What follows belongs to an exercise in optimizing a design on an open flow for small area, a short achievable clock period and few clock cycles per item; a production flow would make more cautious choices. Only simulation tests tie the RTL to the original design; equivalence was not proved. No activity file was given, so power comes from the tool's default toggle rates.

File: design/flow/constraint.sdc
create_clock -name core_clock -period 6.5 [get_ports {clk}]
set_input_delay 1.3000 -clock core_clock [delete_from_list [all_inputs] [get_ports {clk}]]
set_output_delay 1.3000 -clock core_clock [all_outputs]
set_load 0.01 [all_outputs]
File: design/flow/config.mk
export PLATFORM = sky130hd
export DESIGN_NAME = sorted_list_engine
export DESIGN_NICKNAME = sorted_list_engine
export VERILOG_FILES = /design/flow/design.v
export SDC_FILE = /design/flow/constraint.sdc
export NUM_CORES = 4
export LEC_CHECK = 0
export CAP_MARGIN = 20
export CORE_MARGIN = 2
export CORE_UTILIZATION = 40
export SETUP_SLACK_MARGIN = 0.3
export SLEW_MARGIN = 20
File: design/flow/design.v
package sle_pkg;
  localparam int DEPTH  = 16;
  localparam int VAL_W  = 32;
  localparam int POS_W  = 8;
  localparam int OP_W   = 3;
  localparam int ST_W   = 2;
  localparam int CNT_W  = $clog2(DEPTH + 1);
  localparam int IDX_W  = (DEPTH > 1) ? $clog2(DEPTH) : 1;
  localparam int PCMP_W = (POS_W > IDX_W + 1) ? POS_W : IDX_W + 1;
  typedef enum logic [OP_W-1:0] {
    OP_PUSH_FRONT   = 3'd0,
    OP_PUSH_BACK    = 3'd1,
    OP_SORT_INSERT  = 3'd2,
    OP_POP_FRONT    = 3'd3,
    OP_POP_BACK     = 3'd4,
    OP_REMOVE_VALUE = 3'd5,
    OP_REMOVE_POS   = 3'd6,
    OP_NONE         = 3'd7
  } op_t;
  typedef enum logic [ST_W-1:0] {
    ST_OK       = 2'd0,
    ST_EMPTY    = 2'd1,
    ST_FULL     = 2'd2,
    ST_NOTFOUND = 2'd3
  } status_t;
  typedef enum logic [1:0] {
    ACT_HOLD   = 2'd0,
    ACT_INSERT = 2'd1,
    ACT_DELETE = 2'd2
  } cell_act_t;
  typedef enum logic [2:0] {
    MARK_HEAD  = 3'd0,
    MARK_TAIL  = 3'd1,
    MARK_SORT  = 3'd2,
    MARK_MATCH = 3'd3,
    MARK_POS   = 3'd4
  } mark_t;
  typedef struct packed {
    cell_act_t               act;
    mark_t                   mark;
    logic signed [VAL_W-1:0] value;
    logic [POS_W-1:0]        position;
    logic [CNT_W-1:0]        count;
  } cell_ctl_t;
endpackage
import sle_pkg::*;
module sle_cell (
  input  logic                    clk,
  input  sle_pkg::cell_ctl_t               ctl,
  input  logic [IDX_W-1:0]        idx,
  input  logic signed [VAL_W-1:0] left_entry,
  input  logic signed [VAL_W-1:0] right_entry,
  input  logic                    before_in,
  output logic                    before_out,
  output logic signed [VAL_W-1:0] entry
);
  logic                    in_range;
  logic                    is_tail;
  logic                    pos_hit;
  logic                    mark;
  logic                    at;
  logic signed [VAL_W-1:0] entry_next;
  assign in_range = CNT_W'(idx) < ctl.count;
  assign is_tail  = CNT_W'(idx) == ctl.count;
  assign pos_hit  = (PCMP_W'(idx) + PCMP_W'(1)) == PCMP_W'(ctl.position);
  always_comb begin
    unique case (ctl.mark)
      MARK_HEAD:  mark = (idx == '0);
      MARK_TAIL:  mark = is_tail;
      MARK_SORT:  mark = (in_range && (entry >= ctl.value)) || is_tail;
      MARK_MATCH: mark = in_range && (entry == ctl.value);
      MARK_POS:   mark = in_range && pos_hit;
      default:    mark = 1'b0;
    endcase
  end
  assign at         = mark && !before_in;
  assign before_out = before_in || mark;
  always_comb begin
    unique case (ctl.act)
      ACT_INSERT: begin
        if (before_in) begin
          entry_next = left_entry;
        end else if (at) begin
          entry_next = ctl.value;
        end else begin
          entry_next = entry;
        end
      end
      ACT_DELETE: begin
        entry_next = (before_in || at) ? right_entry : entry;
      end
      default: entry_next = entry;
    endcase
  end
  always_ff @(posedge clk) begin
    entry <= entry_next;
  end
endmodule
import sle_pkg::*;
module sorted_list_engine (
  input  logic                    clk,
  input  logic                    rst,
  input  logic                    in_valid,
  output logic                    in_ready,
  input  logic [OP_W-1:0]         operation,
  input  logic signed [VAL_W-1:0] value,
  input  logic [POS_W-1:0]        position,
  output logic                    out_valid,
  input  logic                    out_ready,
  output logic [ST_W-1:0]         status,
  output logic [CNT_W-1:0]        count,
  output logic signed [VAL_W-1:0] front_value,
  output logic signed [VAL_W-1:0] back_value
);
  logic [CNT_W-1:0]        list_count;
  logic [CNT_W-1:0]        list_count_next;
  logic                    pend;
  sle_pkg::status_t                 pend_status;
  sle_pkg::status_t                 st_next;
  logic                    accept;
  logic                    load;
  logic                    full;
  logic                    empty;
  logic                    found;
  sle_pkg::cell_ctl_t               ctl;
  sle_pkg::cell_act_t               act;
  sle_pkg::mark_t                   mark_sel;
  logic [CNT_W-1:0]        last;
  logic [DEPTH:0]          marked;
  logic signed [VAL_W-1:0] cell_entry [DEPTH];
  assign full     = list_count == CNT_W'(DEPTH);
  assign empty    = list_count == '0;
  assign found    = marked[DEPTH];
  assign load     = pend && (!out_valid || out_ready);
  assign in_ready = !pend || !out_valid || out_ready;
  assign accept   = in_valid && in_ready;
  assign last     = list_count - CNT_W'(1);
  always_comb begin
    act             = ACT_HOLD;
    mark_sel        = MARK_TAIL;
    st_next         = ST_OK;
    list_count_next = list_count;
    unique case (operation)
      OP_PUSH_FRONT, OP_PUSH_BACK, OP_SORT_INSERT: begin
        unique case (operation)
          OP_PUSH_FRONT: mark_sel = MARK_HEAD;
          OP_PUSH_BACK:  mark_sel = MARK_TAIL;
          default:       mark_sel = MARK_SORT;
        endcase
        if (full) begin
          st_next = ST_FULL;
        end else begin
          act             = ACT_INSERT;
          list_count_next = list_count + CNT_W'(1);
        end
      end
      OP_POP_FRONT: begin
        mark_sel = MARK_HEAD;
        if (empty) begin
          st_next = ST_EMPTY;
        end else begin
          act             = ACT_DELETE;
          list_count_next = list_count - CNT_W'(1);
        end
      end
      OP_POP_BACK: begin
        if (empty) begin
          st_next = ST_EMPTY;
        end else begin
          list_count_next = list_count - CNT_W'(1);
        end
      end
      OP_REMOVE_VALUE, OP_REMOVE_POS: begin
        mark_sel = (operation == OP_REMOVE_VALUE) ? MARK_MATCH : MARK_POS;
        if (empty) begin
          st_next = ST_EMPTY;
        end else if (found) begin
          act             = ACT_DELETE;
          list_count_next = list_count - CNT_W'(1);
        end else begin
          st_next = ST_NOTFOUND;
        end
      end
      default: ;
    endcase
  end
  always_comb begin
    ctl.act      = accept ? act : ACT_HOLD;
    ctl.mark     = mark_sel;
    ctl.value    = value;
    ctl.position = position;
    ctl.count    = list_count;
  end
  assign marked[0] = 1'b0;
  for (genvar i = 0; i < DEPTH; i++) begin : g_cell
    sle_cell u_cell (
      .clk         (clk),
      .ctl         (ctl),
      .idx         (IDX_W'(i)),
      .left_entry  ((i == 0) ? value : cell_entry[(i == 0) ? 0 : i - 1]),
      .right_entry ((i == DEPTH - 1) ? cell_entry[i] : cell_entry[(i == DEPTH - 1) ? i : i + 1]),
      .before_in   (marked[i]),
      .before_out  (marked[i+1]),
      .entry       (cell_entry[i])
    );
  end
  always_ff @(posedge clk) begin
    if (rst) begin
      list_count <= '0;
      pend       <= 1'b0;
      out_valid  <= 1'b0;
    end else begin
      if (accept) begin
        list_count <= list_count_next;
      end
      pend      <= accept || (pend && !load);
      out_valid <= load || (out_valid && !out_ready);
    end
  end
  always_ff @(posedge clk) begin
    if (accept) begin
      pend_status <= st_next;
    end
    if (load) begin
      status      <= pend_status;
      count       <= list_count;
      front_value <= empty ? '0 : cell_entry[0];
      back_value  <= empty ? '0 : cell_entry[last[IDX_W-1:0]];
    end
  end
endmodule
File: design/flow/run.sh
#!/bin/bash
# synth_recipe.tcl (not shown) runs the flow's synth.tcl, then flattens the netlist and writes it again
# the make line also repeats each setting of config.mk as NAME=value (left out here)
make -C /OpenROAD-flow-scripts/flow DESIGN_CONFIG=/design/flow/config.mk WORK_HOME=/design/flow/orfs CLKGATE_MAP_FILE= SYNTH_SCRIPT=/design/flow/synth_recipe.tcl finish
==> metrics.yaml <==
run_status:
  outcome: "complete, no violations"
pwr:
  p_leak_uw: 0.0219
  total_power_uw: 31300
  ir_drop_uv: 341
  powerDensity_nw_per_um2: 565
global_routing:
  grt_overflow: 0
  grt_pass1_wl_mm: 320
  busiest_layer: "met2"
  grt_use_total_pct: 39.3
  grt_max_degree: 81
  grt_antenna_before_repair: 15
  global_route.usage.met1_pct: 54.0
  grt_pass1_vias: 40900
  met3_usage_pct: 10.3
  met2_usage_pct: 56.5
worst_setup_path:
  path_cells: "clkdlybuf4s50_1 -> inv_2 -> buf_4 -> ha_1 -> nor4_1 -> o211ai_1 -> o211ai_1 -> buf_4 -> o211ai_1 -> buf_4 -> buf_4 -> a311o_1 -> a21o_1 -> or2_4 -> nor4b_4 -> buf_4 -> a211oi_2 -> or3_1 -> ha_4 -> or2_4 -> a31oi_4 -> buf_4 -> clkbuf_16"
  end_kind: "flop"
  cp-start-kind: "primary input"
  crit_required_ns: 6.86
  crit_top_cell: "buf_4"
  critPathMaxFanout: 11
  slowest_delay_ns: 0.56
  cpMaxStageDelayCell: "clkdlybuf4s50_1"
  worstSetupPathType: "primary input to flop"
  worstPathArrival_ns: 6.57
routing:
  wl_per_cell_um: 35.3
  drt-total-wl_mm: 233
  ant_nets: 0
  first_pass_iters: 6
  vias: 43500
  vias_per_cell: 6.58
  drcViolationCount: 0
  drt_iter0_drc: 6691
cells_and_area:
  drive_gt1_share_pct: 18.2
  area_growth_pct: 23.7
  fillers: 10300
  final_cells: 6617
  post-route-util_pct: 50.0
  fin_nets: 5640
sta:
  worst_slack_ns: 0.286
  finClkSkew_ns: 0.0312
  post-route-period-util_pct: 95.6
  setup_viol: 0
  tightest_slew_ns: 1.14
  hold_slack_ns: 0.420
  rsz0062_at_grt: "yes"
  slew_headroom_pct: 23.5
  min_period_ns: 6.21
  fmax_mhz: 161
  hold_viol_final: 0
  slew_viol_final: 0
synth:
  synth_edf_count: 585
  ys_async_sr_fraction_pct: 0
  synth_top_area_share_pct: 39.2
  ys_seq_elements: 592
  synth_top_area_cell: "edfxtp_1"
  synth_ff_type: "edfxtp_1"
  syn_inst: 4553
  yosys_warnings: 3
  syn_nets: 5120
  synth-seq-area-share_pct: 39.5
  ys_types: 91
  synthTopCellsByArea: "edfxtp_1, ha_1, mux2i_1"
  syn_area_um2: 44800
  avgSynthCellArea_um2: 9.84
placed_design:
  pre_cts_slack_ns: -0.532
  post-dp-hpwl_mm: 177
  placed_cells: 6476
  gp_congestion: 1.06
  io_buffer_count: 119
clock_network:
  cts_tree: "yes"
  clockBufferDepth: 3
  path_clk_slew_ns: 0.06
  clkLatencyLatePin_ns: 0.68
  cts_root_buffer: "clkbuf_16"
  cts_made_buffers: 75
  cts_hold_buf: 0
  cts_htree_levels: 3
  cts.sinks: 592
die:
  start_util_pct: 40.4
  die_y_um: 339
  core-area_um2: 111000
  die_area_um2: 115000
  row_count: 122
  ios: 120
  die_w_um: 339
job:
  maxCapViolations: 0
worst_hold_path:
  hold_class: "flop to flop"
[timing repair]
item | 4_1_cts | 5_1_grt
pin swaps | 0 | 3
gates resized for setup | 1 | 23
endpoints found under the setup margin | 1 | 414
buffers inserted | 0 | 6
gates cloned | 0 | 2
[per-stage QoR]
stage	setup TNS [ns]	cell area, um2
finish	0	55400
global route	0	55400
CTS	0	55200
detailed placement	-115.75	52900
global placement	-185.83	52900
floorplan	0	45400
[synth_stat cells, types with 12 or more instances]
| master | number |
|---|---|
| o211ai_1 | 24 |
| o311ai_0 | 25 |
| a31oi_1 | 24 |
| o21ai_0 | 462 |
| o221a_2 | 31 |
| nand2_1 | 541 |
| a221oi_1 | 41 |
| nand4_1 | 126 |
| nor4_1 | 21 |
| buf_2 | 43 |
| mux2_1 | 51 |
| nand2b_1 | 21 |
| ha_1 | 520 |
| a22o_1 | 34 |
| and2_1 | 50 |
| nor3_1 | 51 |
| a211oi_1 | 27 |
| mux2i_1 | 322 |
| a22oi_1 | 162 |
| edfxtp_1 | 585 |
| a21o_1 | 76 |
| mux2_2 | 44 |
| a21oi_1 | 291 |
| o21a_1 | 16 |
| clkbuf_1 | 235 |
| inv_1 | 103 |
| and3_1 | 27 |
| nand3_1 | 135 |
| o311ai_1 | 16 |
| nor2_1 | 201 |
| and4_1 | 12 |
| o21ai_1 | 13 |
| nor2b_1 | 25 |
[final timing paths]
path / end / slack (ns) / startpoint / depth (start not counted)
worst min-delay path: status[0] / 0.42 / pend_status[0] / 0
worst min register to register: status[0] / 0.42 / pend_status[0] / 0
worst max register to register: g_cell[8].u_cell.entry[7] / 1.13 / g_cell[11].u_cell.entry[17] / 20
worst max-delay path: g_cell[8].u_cell.entry[7] / 0.29 / value[21] / 23
[kinds of logic (layout without fill, tap and decap cells)]
logic type / count (synthesis) / in the layout / share of synthesized area [%]
multiplexers: 417 / 417 / 9.59
buffers and inverters: 397 / 968 / 3.54
XOR/XNOR: 8 / 8 / 0.187
AND/OR/NAND/NOR: 1279 / 1279 / 13.5
AO/OA/AOI/OAI: 1340 / 1340 / 19.1
flip-flops: 592 / 592 / 39.5
adder cells (fa/ha/maj): 520 / 520 / 14.5
other: 0 / 5 / 0
[critical path: cells and delay by family]
family / cells / cell delay, ns
simple gates: 5 / 1.49
fa+ha+maj: 2 / 0.41
buf+inv: 9 / 1.89
compound gates: 7 / 1.43
[final cells by class]
cell class	count	area, um2	area share (%)
multi-input cells	3564	26200	47.3
flip-flops and latches	592	17700	32.0
repair buffers	735	6890	12.4
clock buffers	90	2010	3.62
well taps	1488	1860	3.36
inverters	105	447	0.806
clock inverters	38	298	0.537
diodes	5	12.5	0.0226
[cells in the final DEF (no fill, tap or decap), types with 17 or more instances in the layout]
master / netlist / final
edfxtp_1: 585 / 585
nand2_1: 541 / 538
buf_4: 5 / 530
ha_1: 520 / 503
o21ai_0: 462 / 458
mux2i_1: 322 / 322
a21oi_1: 291 / 284
nor2_1: 201 / 194
a22oi_1: 162 / 162
nand3_1: 135 / 133
nand4_1: 126 / 126
clkdlybuf4s50_1: 0 / 117
inv_1: 103 / 87
clkbuf_16: 0 / 80
buf_12: 0 / 80
a21o_1: 76 / 75
mux2_1: 51 / 51
nor3_1: 51 / 49
mux2_2: 44 / 44
a221oi_1: 41 / 40
and2_1: 50 / 37
a22o_1: 34 / 34
o221a_2: 31 / 31
nor2b_1: 25 / 24
o211ai_1: 24 / 24
o311ai_0: 25 / 24
and3_1: 27 / 23
a211oi_1: 27 / 22
nand2b_1: 21 / 21
a31oi_1: 24 / 20
clkinvlp_4: 0 / 19
nor4_1: 21 / 18
clkinv_1: 1 / 17
o311ai_1: 16 / 17
ha_4: 0 / 17
[registers in the layout, indices dropped and copies added, names as in the netlist]
register / flops
g_cell.u_cell.entry: 512
back_value: 32
front_value: 32
count: 5
list_count: 5
pend_status: 2
status: 2
out_valid: 1
pend: 1
[layer usage]
| layer | wire [um] | up-vias |
|---|---|---|
| li1 | - | 18600 |
| met5 | 71 | - |
| met3 | 29300 | 636 |
| met1 | 94700 | 21100 |
| met4 | 14400 | 12 |
| met2 | 95000 | 3190 |
[report_power, final]
group          switching, uW  total (uW)  leakage [uW]  internal [uW]
Clock                   1800        4140       0.00112           2340
Sequential              2770        9780       0.00555           7020
Combinational          10500       17400        0.0152           6830
Total                  15100       31300        0.0219          16200
Testbench counts, summed over its fixed seeds: cycles 16,016, items 16,000.

[static timing again, ports no longer ideal]
The flow's constraints put no driver on any port. The routed layout listed below was extracted and timed again, unchanged, in two steps. Step 1 (the two cells are an assumption about what drives the block):
set clk [get_ports {clk}]
set_driving_cell -lib_cell sky130_fd_sc_hd__clkbuf_16 $clk
set_driving_cell -lib_cell sky130_fd_sc_hd__buf_2 [delete_from_list [all_inputs] $clk]
Step 2 adds t to the input delays and takes it off the output delays; t is the mean of the earliest and latest rising clock arrival at the registers after step 1. Input paths then give back, and output paths get back, about the clock's delay inside the block. Three values: ideal ports, drivers, drivers and shift; two values: the first two.
t, ns: 0.739
slack for setup (ns): 0.286 / 0.324 / -0.415
worst hold slack (ns): 0.420 / 0.420 / 0.420
worst setup path at the end: input to register
worst register clock-pin slew, ns: 0.07 / 0.07
With both steps, setup timing fails in this run, where it was met with ideal ports. For this run, drivers alone change the setup slack by +0.038 ns; drivers and shift together by -0.701 ns.
